Background: an optimization exercise with open tools, aiming at small area. Do not read the settings as production practice. Only simulation tests tie the RTL to the original design; equivalence was not proved. Power and IR drop assume default switching activity.

<file path="design/flow/constraint.sdc">
create_clock -name core_clock -period 9.5 [get_ports {clk}]
set_input_delay 1.9000 -clock core_clock [delete_from_list [all_inputs] [get_ports {clk}]]
set_output_delay 1.9000 -clock core_clock [all_outputs]
set_load 0.01 [all_outputs]
</file>
<file path="design/flow/run.sh">
#!/bin/bash
# synth_recipe.tcl (not shown) runs the flow's synth.tcl, then flattens the netlist and writes it again
# the make line also repeats each setting of config.mk as NAME=value (left out here)
make -C /OpenROAD-flow-scripts/flow DESIGN_CONFIG=/design/flow/config.mk WORK_HOME=/design/flow/orfs CLKGATE_MAP_FILE= SYNTH_SCRIPT=/design/flow/synth_recipe.tcl finish
</file>
<file path="design/flow/design.v">
package cpu_pkg;
    typedef enum logic [6:0] {
        OPC_LOAD   = 7'b0000011,
        OPC_STORE  = 7'b0100011,
        OPC_OP_IMM = 7'b0010011,
        OPC_OP     = 7'b0110011,
        OPC_BRANCH = 7'b1100011,
        OPC_LUI    = 7'b0110111,
        OPC_AUIPC  = 7'b0010111,
        OPC_JAL    = 7'b1101111,
        OPC_JALR   = 7'b1100111
    } opcode_e;
    typedef enum logic [3:0] {
        ALU_ADD, ALU_SUB, ALU_SLL, ALU_SLT, ALU_SLTU, ALU_XOR,
        ALU_SRL, ALU_SRA, ALU_OR, ALU_AND, ALU_PASS_B
    } alu_op_e;
    typedef enum logic [3:0] {
        KIND_ALU, KIND_LOAD, KIND_STORE, KIND_BRANCH, KIND_JAL,
        KIND_JALR, KIND_LUI, KIND_AUIPC, KIND_NOP
    } kind_e;
    typedef struct packed {
        logic [6:0]                 funct7;
        logic [5-1:0] rs2;
        logic [5-1:0] rs1;
        logic [2:0]                 funct3;
        logic [5-1:0] rd;
        opcode_e                    opcode;
    } r_view_t;
    typedef struct packed {
        logic [6:0]                 imm_hi;  
        logic [5-1:0] rs2;
        logic [5-1:0] rs1;
        logic [2:0]                 funct3;
        logic [4:0]                 imm_lo;  
        opcode_e                    opcode;
    } s_view_t;
    typedef union packed {
        r_view_t r;
        s_view_t s;
    } instr_t;
    typedef struct packed {
        kind_e                      kind;
        alu_op_e                    alu_op;
        logic                       use_imm;
        logic [2:0]                 funct3;   
        logic [5-1:0] rs1;
        logic [5-1:0] rs2;
        logic [5-1:0] rd;
        logic [32-1:0]       imm;      
    } decoded_t;
endpackage
`timescale 1ns/1ps
import cpu_pkg::*;
module instr_decoder (
    input  cpu_pkg::instr_t   instr,
    output cpu_pkg::decoded_t dec
);
    logic [32-1:0] imm_i;
    logic [32-1:0] imm_s;
    logic [32-1:0] imm_b;
    logic [32-1:0] imm_u;
    logic [32-1:0] imm_j;
    logic                 alt;
    logic                 ok_f7;
    function automatic logic [3:0] arith_op(input logic [2:0] f3, input logic sub, input logic sra);
        case (f3)
            3'b000:  arith_op = sub ? ALU_SUB : ALU_ADD;
            3'b001:  arith_op = ALU_SLL;
            3'b010:  arith_op = ALU_SLT;
            3'b011:  arith_op = ALU_SLTU;
            3'b100:  arith_op = ALU_XOR;
            3'b101:  arith_op = sra ? ALU_SRA : ALU_SRL;
            3'b110:  arith_op = ALU_OR;
            default: arith_op = ALU_AND;
        endcase
    endfunction
    assign imm_i = {{20{instr.r.funct7[6]}}, instr.r.funct7, instr.r.rs2};
    assign imm_s = {{20{instr.s.imm_hi[6]}}, instr.s.imm_hi, instr.s.imm_lo};
    assign imm_b = {{20{instr.s.imm_hi[6]}}, instr.s.imm_lo[0], instr.s.imm_hi[5:0],
                    instr.s.imm_lo[4:1], 1'b0};
    assign imm_u = {instr.r.funct7, instr.r.rs2, instr.r.rs1, instr.r.funct3, 12'b0};
    assign imm_j = {{12{instr.r.funct7[6]}}, instr.r.rs1, instr.r.funct3, instr.r.rs2[0],
                    instr.r.funct7[5:0], instr.r.rs2[4:1], 1'b0};
    assign alt   = instr.r.funct7[5];   
    assign ok_f7 = (instr.r.funct7 == 7'b0000000) ||
                   (instr.r.funct7 == 7'b0100000 &&
                    (instr.r.funct3 == 3'b000 || instr.r.funct3 == 3'b101));
    always_comb begin
        dec        = '0;
        dec.kind   = KIND_NOP;
        dec.funct3 = instr.r.funct3;
        dec.rs1    = instr.r.rs1;
        dec.rs2    = instr.r.rs2;
        dec.rd     = instr.r.rd;
        case (instr.r.opcode)
            OPC_OP: begin
                if (ok_f7) begin
                    dec.kind   = KIND_ALU;
                    dec.alu_op = cpu_pkg::alu_op_e'(arith_op(instr.r.funct3, alt, alt));
                end
            end
            OPC_OP_IMM: begin
                if (instr.r.funct3[1:0] != 2'b01 || ok_f7) begin   
                    dec.kind    = KIND_ALU;
                    dec.use_imm = 1'b1;
                    dec.imm     = imm_i;
                    dec.alu_op  = cpu_pkg::alu_op_e'(arith_op(instr.r.funct3, 1'b0, alt));
                end
            end
            OPC_LOAD: begin
                if (instr.r.funct3 == 3'b010) begin   
                    dec.kind    = KIND_LOAD;
                    dec.use_imm = 1'b1;
                    dec.imm     = imm_i;
                end
            end
            OPC_STORE: begin
                if (instr.s.funct3 == 3'b010) begin   
                    dec.kind    = KIND_STORE;
                    dec.use_imm = 1'b1;
                    dec.imm     = imm_s;
                end
            end
            OPC_BRANCH: begin
                if (instr.r.funct3[2:1] != 2'b01) begin
                    dec.kind = KIND_BRANCH;
                    dec.imm  = imm_b;
                end
            end
            OPC_LUI: begin
                dec.kind    = KIND_LUI;
                dec.use_imm = 1'b1;
                dec.imm     = imm_u;
                dec.alu_op  = ALU_PASS_B;
            end
            OPC_AUIPC: begin
                dec.kind    = KIND_AUIPC;
                dec.use_imm = 1'b1;
                dec.imm     = imm_u;
            end
            OPC_JAL: begin
                dec.kind    = KIND_JAL;
                dec.use_imm = 1'b1;
                dec.imm     = imm_j;
            end
            OPC_JALR: begin
                if (instr.r.funct3 == 3'b000) begin
                    dec.kind    = KIND_JALR;
                    dec.use_imm = 1'b1;
                    dec.imm     = imm_i;
                end
            end
            default: ;   
        endcase
    end
endmodule
`timescale 1ns/1ps
module register_file (
    input  logic                       clk,
    input  logic                       reset,
    input  logic [5-1:0] raddr1,
    input  logic [5-1:0] raddr2,
    output logic [32-1:0]       rdata1,
    output logic [32-1:0]       rdata2,
    input  logic                       we,
    input  logic [5-1:0] waddr,
    input  logic [32-1:0]       wdata
);
    logic [32-1:0] regs [32];
    always_ff @(posedge clk) begin
        if (reset) begin
            for (int i = 0; i < 32; i++) begin
                regs[i] <= '0;
            end
        end else if (we && waddr != '0) begin   
            regs[waddr] <= wdata;
        end
    end
    assign rdata1 = (raddr1 == '0) ? '0 : regs[raddr1];
    assign rdata2 = (raddr2 == '0) ? '0 : regs[raddr2];
endmodule
`timescale 1ns/1ps
import cpu_pkg::*;
module alu (
    input  cpu_pkg::alu_op_e              op,
    input  logic [2:0]           funct3,
    input  logic [32-1:0] a,
    input  logic [32-1:0] b,
    output logic [32-1:0] result,
    output logic                 taken
);
    logic [4:0] shamt;
    logic       lt_signed;
    logic       lt_unsigned;
    assign shamt       = b[4:0];
    assign lt_signed   = $signed(a) < $signed(b);
    assign lt_unsigned = a < b;
    always_comb begin
        case (op)
            ALU_SUB:    result = a - b;
            ALU_SLL:    result = a << shamt;
            ALU_SLT:    result = {{(32-1){1'b0}}, lt_signed};
            ALU_SLTU:   result = {{(32-1){1'b0}}, lt_unsigned};
            ALU_XOR:    result = a ^ b;
            ALU_SRL:    result = a >> shamt;
            ALU_SRA:    result = $signed(a) >>> shamt;
            ALU_OR:     result = a | b;
            ALU_AND:    result = a & b;
            ALU_PASS_B: result = b;
            default:    result = a + b;   
        endcase
    end
    always_comb begin
        case (funct3)
            3'b000:  taken = (a == b);      
            3'b001:  taken = (a != b);      
            3'b100:  taken = lt_signed;     
            3'b101:  taken = !lt_signed;    
            3'b110:  taken = lt_unsigned;   
            3'b111:  taken = !lt_unsigned;  
            default: taken = 1'b0;
        endcase
    end
endmodule
`timescale 1ns/1ps
import cpu_pkg::*;
module cpu_control (
    input  logic                       clk,
    input  logic                       reset,
    input  cpu_pkg::decoded_t                   dec,
    input  logic [32-1:0]       rdata1,
    input  logic [32-1:0]       rdata2,
    input  logic [32-1:0]       alu_result,
    input  logic                       taken,
    input  logic [32-1:0]       drdata,
    output cpu_pkg::alu_op_e                    alu_op,
    output logic [2:0]                 alu_funct3,
    output logic [32-1:0]       alu_a,
    output logic [32-1:0]       alu_b,
    output logic [5-1:0] rs1,
    output logic [5-1:0] rs2,
    output logic                       rf_we,
    output logic [5-1:0] rf_waddr,
    output logic [32-1:0]       rf_wdata,
    output logic [32-1:0]       iaddr,
    output logic [32-1:0]       daddr,
    output logic [32-1:0]       dwdata,
    output logic [3:0]                 dwe
);
    typedef enum logic [1:0] {PH_DECODE, PH_EXECUTE, PH_MEMORY, PH_WRITEBACK} phase_e;
    phase_e               phase;
    cpu_pkg::decoded_t             dec_q;
    logic [32-1:0] load_q;
    logic [32-1:0] pc_plus4;
    logic [32-1:0] next_pc;
    always_ff @(posedge clk) begin
        if (reset) begin
            phase <= PH_DECODE;
            iaddr <= 32'h0000_0000;
            dwe   <= '0;
        end else begin
            case (phase)
                PH_DECODE: phase <= PH_EXECUTE;
                PH_EXECUTE: begin
                    phase <= PH_MEMORY;
                    if (dec_q.kind == KIND_STORE) begin
                        dwe <= '1;   
                    end
                end
                PH_MEMORY: begin
                    phase <= PH_WRITEBACK;
                    dwe   <= '0;
                end
                default: begin
                    phase <= PH_DECODE;
                    iaddr <= next_pc;
                end
            endcase
        end
    end
    always_ff @(posedge clk) begin
        case (phase)
            PH_DECODE: dec_q <= dec;
            PH_EXECUTE: begin
                if (dec_q.kind == KIND_STORE) begin
                    dwdata <= rdata2;
                end
            end
            PH_MEMORY: begin
                if (dec_q.kind == KIND_LOAD) begin
                    load_q <= drdata;
                end
            end
            default: ;
        endcase
    end
    always_ff @(posedge clk) begin
        if (reset) begin
            daddr <= '0;
        end else if (phase == PH_EXECUTE && (dec_q.kind == KIND_LOAD || dec_q.kind == KIND_STORE)) begin
            daddr <= alu_result;
        end
    end
    assign rs1        = dec_q.rs1;
    assign rs2        = dec_q.rs2;
    assign alu_op     = dec_q.alu_op;
    assign alu_funct3 = dec_q.funct3;
    assign alu_a      = (dec_q.kind == KIND_JAL || dec_q.kind == KIND_AUIPC) ? iaddr : rdata1;
    assign alu_b      = dec_q.use_imm ? dec_q.imm : rdata2;
    assign pc_plus4   = iaddr + 4;
    assign rf_waddr = dec_q.rd;
    assign rf_we    = (phase == PH_WRITEBACK) &&
                      (dec_q.kind == KIND_ALU || dec_q.kind == KIND_LOAD ||
                       dec_q.kind == KIND_JAL || dec_q.kind == KIND_JALR ||
                       dec_q.kind == KIND_LUI || dec_q.kind == KIND_AUIPC);
    always_comb begin
        case (dec_q.kind)
            KIND_LOAD:           rf_wdata = load_q;
            KIND_JAL, KIND_JALR: rf_wdata = pc_plus4;   
            default:             rf_wdata = alu_result;   
        endcase
    end
    always_comb begin
        case (dec_q.kind)
            KIND_BRANCH: next_pc = taken ? iaddr + dec_q.imm : pc_plus4;
            KIND_JAL:    next_pc = alu_result;   
            KIND_JALR:   next_pc = {alu_result[32-1:1], 1'b0};
            default:     next_pc = pc_plus4;
        endcase
    end
endmodule
`timescale 1ns/1ps
import cpu_pkg::*;
module cpu (
    input  logic                 clk,
    input  logic                 reset,
    output logic [32-1:0] iaddr,
    input  logic [32-1:0] idata,
    output logic [32-1:0] daddr,
    input  logic [32-1:0] drdata,
    output logic [32-1:0] dwdata,
    output logic [3:0]           dwe
);
    cpu_pkg::decoded_t                   dec;
    logic [5-1:0] rs1;
    logic [5-1:0] rs2;
    logic [32-1:0]       rdata1;
    logic [32-1:0]       rdata2;
    logic                       rf_we;
    logic [5-1:0] rf_waddr;
    logic [32-1:0]       rf_wdata;
    cpu_pkg::alu_op_e                    alu_op;
    logic [2:0]                 alu_funct3;
    logic [32-1:0]       alu_a;
    logic [32-1:0]       alu_b;
    logic [32-1:0]       alu_result;
    logic                       taken;
    instr_decoder u_decoder (
        .instr (idata),
        .dec   (dec)
    );
    register_file u_regfile (
        .clk    (clk),
        .reset  (reset),
        .raddr1 (rs1),
        .raddr2 (rs2),
        .rdata1 (rdata1),
        .rdata2 (rdata2),
        .we     (rf_we),
        .waddr  (rf_waddr),
        .wdata  (rf_wdata)
    );
    alu u_alu (
        .op     (alu_op),
        .funct3 (alu_funct3),
        .a      (alu_a),
        .b      (alu_b),
        .result (alu_result),
        .taken  (taken)
    );
    cpu_control u_control (
        .clk        (clk),
        .reset      (reset),
        .dec        (dec),
        .rdata1     (rdata1),
        .rdata2     (rdata2),
        .alu_result (alu_result),
        .taken      (taken),
        .drdata     (drdata),
        .alu_op     (alu_op),
        .alu_funct3 (alu_funct3),
        .alu_a      (alu_a),
        .alu_b      (alu_b),
        .rs1        (rs1),
        .rs2        (rs2),
        .rf_we      (rf_we),
        .rf_waddr   (rf_waddr),
        .rf_wdata   (rf_wdata),
        .iaddr      (iaddr),
        .daddr      (daddr),
        .dwdata     (dwdata),
        .dwe        (dwe)
    );
endmodule
</file>
<file path="design/flow/config.mk">
export PLATFORM = sky130hd
export DESIGN_NAME = cpu
export DESIGN_NICKNAME = cpu
export VERILOG_FILES = /design/flow/design.v
export SDC_FILE = /design/flow/constraint.sdc
export NUM_CORES = 4
export LEC_CHECK = 0
export CAP_MARGIN = 20
export CORE_MARGIN = 2
export CORE_UTILIZATION = 40
export SLEW_MARGIN = 20
</file>
==> metrics.md <==
| Metric | Value |
|---|---|
| Most frequent cells in the layout | 1,258 x nor2_1, 1,147 x edfxtp_1, 504 x mux4_2 |
| Placed Area | about 80,000 sq um |
| Reg clk slew, reported paths | around 0.080 ns |
| CTS tree | built |
| Syn. warnings | 4 |
| Row cnt | between 150 and 200 |
| Static leakage | around 30 nW |
| Worst vdd ir | roughly 0.00028 V |
| Routed vias | between 50,000 and 60,000 |
| Largest net degree at the start of global routing | roughly 90 |
| Crit-path leading delay family | compound AO/OA/AOI/OAI gates |
| CTS max path bufs | 3 |
| Worst-path fanout max | 37 |
| Pwr dens | ~400 nW/um^2 |
| Die width | between 400 and 500 um |
| Post-CTS setup buffer count | 0 |
| Clock skew | ~0.056 ns |
| Register Area | 36,000 sq um |
| Final Setup Violations | 0 |
| Die ar. | between 150,000 and 200,000 sq um |
| Post-synthesis average cell area | approximately 12 sq um |
| WP buf/inv | 2 |
| Layout cells sized above 1 | between 15 and 20% |
| CP required | 10.00 ns |
| Vias in the first global route | between 50,000 and 60,000 |
| Post-synthesis sequential area ratio | roughly half |
| Clock Latency Late Sink | slightly above 0.8 ns |
| Outcome | no timing/DRC/antenna violations |
| Post-route minimum period | around 8.5 ns |
| Fin crit share | 89.5% |
| Residual DRC count | 0 |
| Initial antenna violation count | 12 |
| Post-layout instance area | 82,500 sq um |
| Iteration-0 DRC Markers | around 9,200 |
| CTS buffer count | around 140 |
| Worst path cell trace | buf_12, mux4_2, nor2b_1, a2111oi_0, o41a_2, ha_1, nor2b_1, o21ai_0, a21oi_1, nor4_1, o21ai_0, xor2_1, a221oi_1, o211ai_1, o22ai_1, a41oi_1, a222oi_1, buf_4, nor2_1 |
| Final antenna-violating net count | 0 |
| HPWL Detailed | between 200 and 250 mm |
| Max incr delay on CP | between 0.8 and 0.9 ns |
| Netlist cell types | between 90 and 100 |
| Worst slew margin | 15.9% |
| Max-cap violations | 0 |
| H-tree depth | 4 |
| Clk sinks | ~1,200 |
| Nets | between 6,000 and 7,000 |
| Final Hold Viols | 0 |
| RSZ-0062 raised after global routing | no |
| # IOs | roughly 170 |
| GPL Wtd Cong | 1.01 |
| Share of flip-flops with an asynchronous set or reset | 0% |
| Most common cell after layout, fill and taps aside | nor2_1 |
| Setup TNS | 0 ns |
| #FFs+latches synth | about 1,200 |
| Multi-input logic area | around 35,000 sq um |
| Root Driver | clkbuf_16 |
| Final hold slack | between 0.4 and 0.5 ns |
| Final core occ | between 40% and 50% |
| Post-Syn Area | 72,700 sq um |
| Via-to-Cell Ratio | a little under 7 |
| Slowest stage cell, crit path | a2111oi_0 |
| CTS Hold Bufs | 0 |
| Die height | about 430 um |
| Power Total | 0.0331 W |
| Primary FF master, synth | edfxtp_1 |
| Initial Utilization | 40.2% |
| GRT Total Usage | between 30% and 40% |
| Wire length after detailed routing | ~330 mm |
| First-pass GRT wire length | between 400 and 500 mm |
| Worst min-delay path class | flop to flop |
| CP startpoint kind | flop |
| Port-buffer cells | approximately 170 |
| Worst Max-Slew Pin Slew | approximately 1.3 ns |
| Crit Path Category | flop to flop |
| Cell count after synthesis | ~6,100 |
| Count of flip-flops with a built-in enable after synthesis | 1,147 |
| Pins Over Slew Limit | 0 |
| Wire length per cell | between 30 and 40 um |
| Post-CTS sizing | 0 |
| Area Growth Syn to Fin | 13.4% |
| Core Area | 181,000 sq um |
| Pre-antenna DRT Iters | 7 |
| CP endpoint kind | flop |
| Gr ovfl total | 0 |
| Fmax | between 100 and 150 MHz |
| Crit path DAT | 9.01 ns |
| Layout fillers | 16,400 |
Yosys cell counts, types with 23 or more instances:
library cell,number,area share [%]
nor2_1,1265,6.5
edfxtp_1,1147,47
mux4_2,504,16
clkbuf_1,326,1.7
nand2_1,286,1.5
a21oi_1,257,1.8
mux2i_1,234,3.2
buf_2,146,1.0
o21ai_0,142,0.98
nor3_1,141,0.97
ha_1,134,2.3
a211oi_1,118,1.2
inv_1,115,0.59
a22oi_1,80,0.83
dfxtp_1,77,2.1
nor2b_1,73,0.63
nand2b_1,72,0.62
nand3_1,66,0.45
mux2_2,59,0.91
a21o_1,58,0.60
xnor2_1,57,0.69
a221oi_1,48,0.58
buf_1,39,0.20
xor2_1,39,0.47
a31oi_1,35,0.30
o211ai_1,35,0.36
o22ai_1,35,0.30
o21bai_1,30,0.31
buf_6,26,0.40
o221ai_1,24,0.29
and3_1,23,0.20
layer usage:
metal / global-route usage [%] / part of all wire [%] / vias to the layer above
met5: 0 / 0.043 / -
met4: 21.7 / 7.5 / 22
met3: 8.91 / 12 / 936
met2: 53.1 / 45 / 4484
met1: 43.3 / 36 / 29700
li1: - / - / 23400
state kept, by name (all words and copies together), names as in the netlist, named ones only:
name	flops
u_control.iaddr	32
u_control.load_q	32
u_control.dwdata	32
u_control.phase	2
u_control.daddr	32
u_regfile.regs	1024
u_control.dwe	1
u_control.dec_q	59
through the flow:
stage,setup WS (ns),std cells
after floorplan,2.70,6162
after global placement,1.31,8402
after detailed placement,1.22,8402
after CTS,1.15,8659
after global routing,0.735,8660
final,0.996,8665
final timing paths:
| path | start | end | slack [ns] | cells past startpoint |
|---|---|---|---|---|
| setup reg to reg | flop | u_regfile.regs[5][10] | 1.0 | 19 |
| setup / recovery | flop | u_regfile.regs[5][10] | 1.0 | 19 |
| hold / removal | u_control.daddr[13] | u_control.daddr[13] | 0.46 | 2 |
| hold reg to reg | u_control.daddr[13] | u_control.daddr[13] | 0.46 | 2 |
where the power goes:
part	internal (W)	switching, W	total [W]	leakage [nW]
Sequential	0.00624	0.000527	0.00677	12.4
Clock	0.00316	0.00237	0.00552	2.22
Combinational	0.00636	0.0144	0.0208	14.7
tightest hold or removal path, cell delays in order, from the launching register on:
cell and delay, ns:
dfxtp_1 0.31, nand2_1 0.05, a21oi_1 0.05
logic make-up after synthesis:
kind of cell,Yosys count,share of synthesized area [%]
AND/OR/NAND/NOR,2065,12.2
flip-flops,1224,49.5
AO/OA/AOI/OAI,1125,10.8
multiplexers,797,19.7
buffers and inverters,686,4.23
adder cells (fa/ha/maj),137,2.39
XOR/XNOR,96,1.16
other,1,0.00516
layout make-up:
type,instances,share of cell area [%]
Tap cell,2370,3.60
Clock buffer,180,4.57
Clock inverter,77,0.971
Sequential cell,1224,43.7
Timing Repair Buffer,434,4.70
Multi-Input combinational cell,4252,41.9
Inverter,123,0.563
Antenna cell,5,0.0152

separate check: timing with driven ports:
No port has a modelled driver above. Below, the same layout with a new extraction and two added sets of constraints.
Step 1 (the two cells are an assumption about what drives the block):
set clk [get_ports {clk}]
set_driving_cell -lib_cell sky130_fd_sc_hd__clkbuf_16 $clk
set_driving_cell -lib_cell sky130_fd_sc_hd__buf_2 [delete_from_list [all_inputs] $clk]
Step 2 moves the port delays by t, midway between the first and last clock arrival at a register: inputs arrive t later, outputs are due t later. That takes back most of the time a late clock gives input paths.
a / b / c = no drivers / after step 1 / after step 2; a / b = the first two.
shift t [ns]: 0.898
setup WS [ns]: 0.996 / 0.996 / 0.996
worst hold slack (ns): 0.456 / 0.456 / 0.456
slew at the worst register clock pin (ns): 0.08 / 0.08
worst data-port slew with drivers (ns): 0.06
After both steps this run still meets setup and hold. For this run, drivers alone change the setup slack by 0.000 ns; drivers and shift together by 0.000 ns.
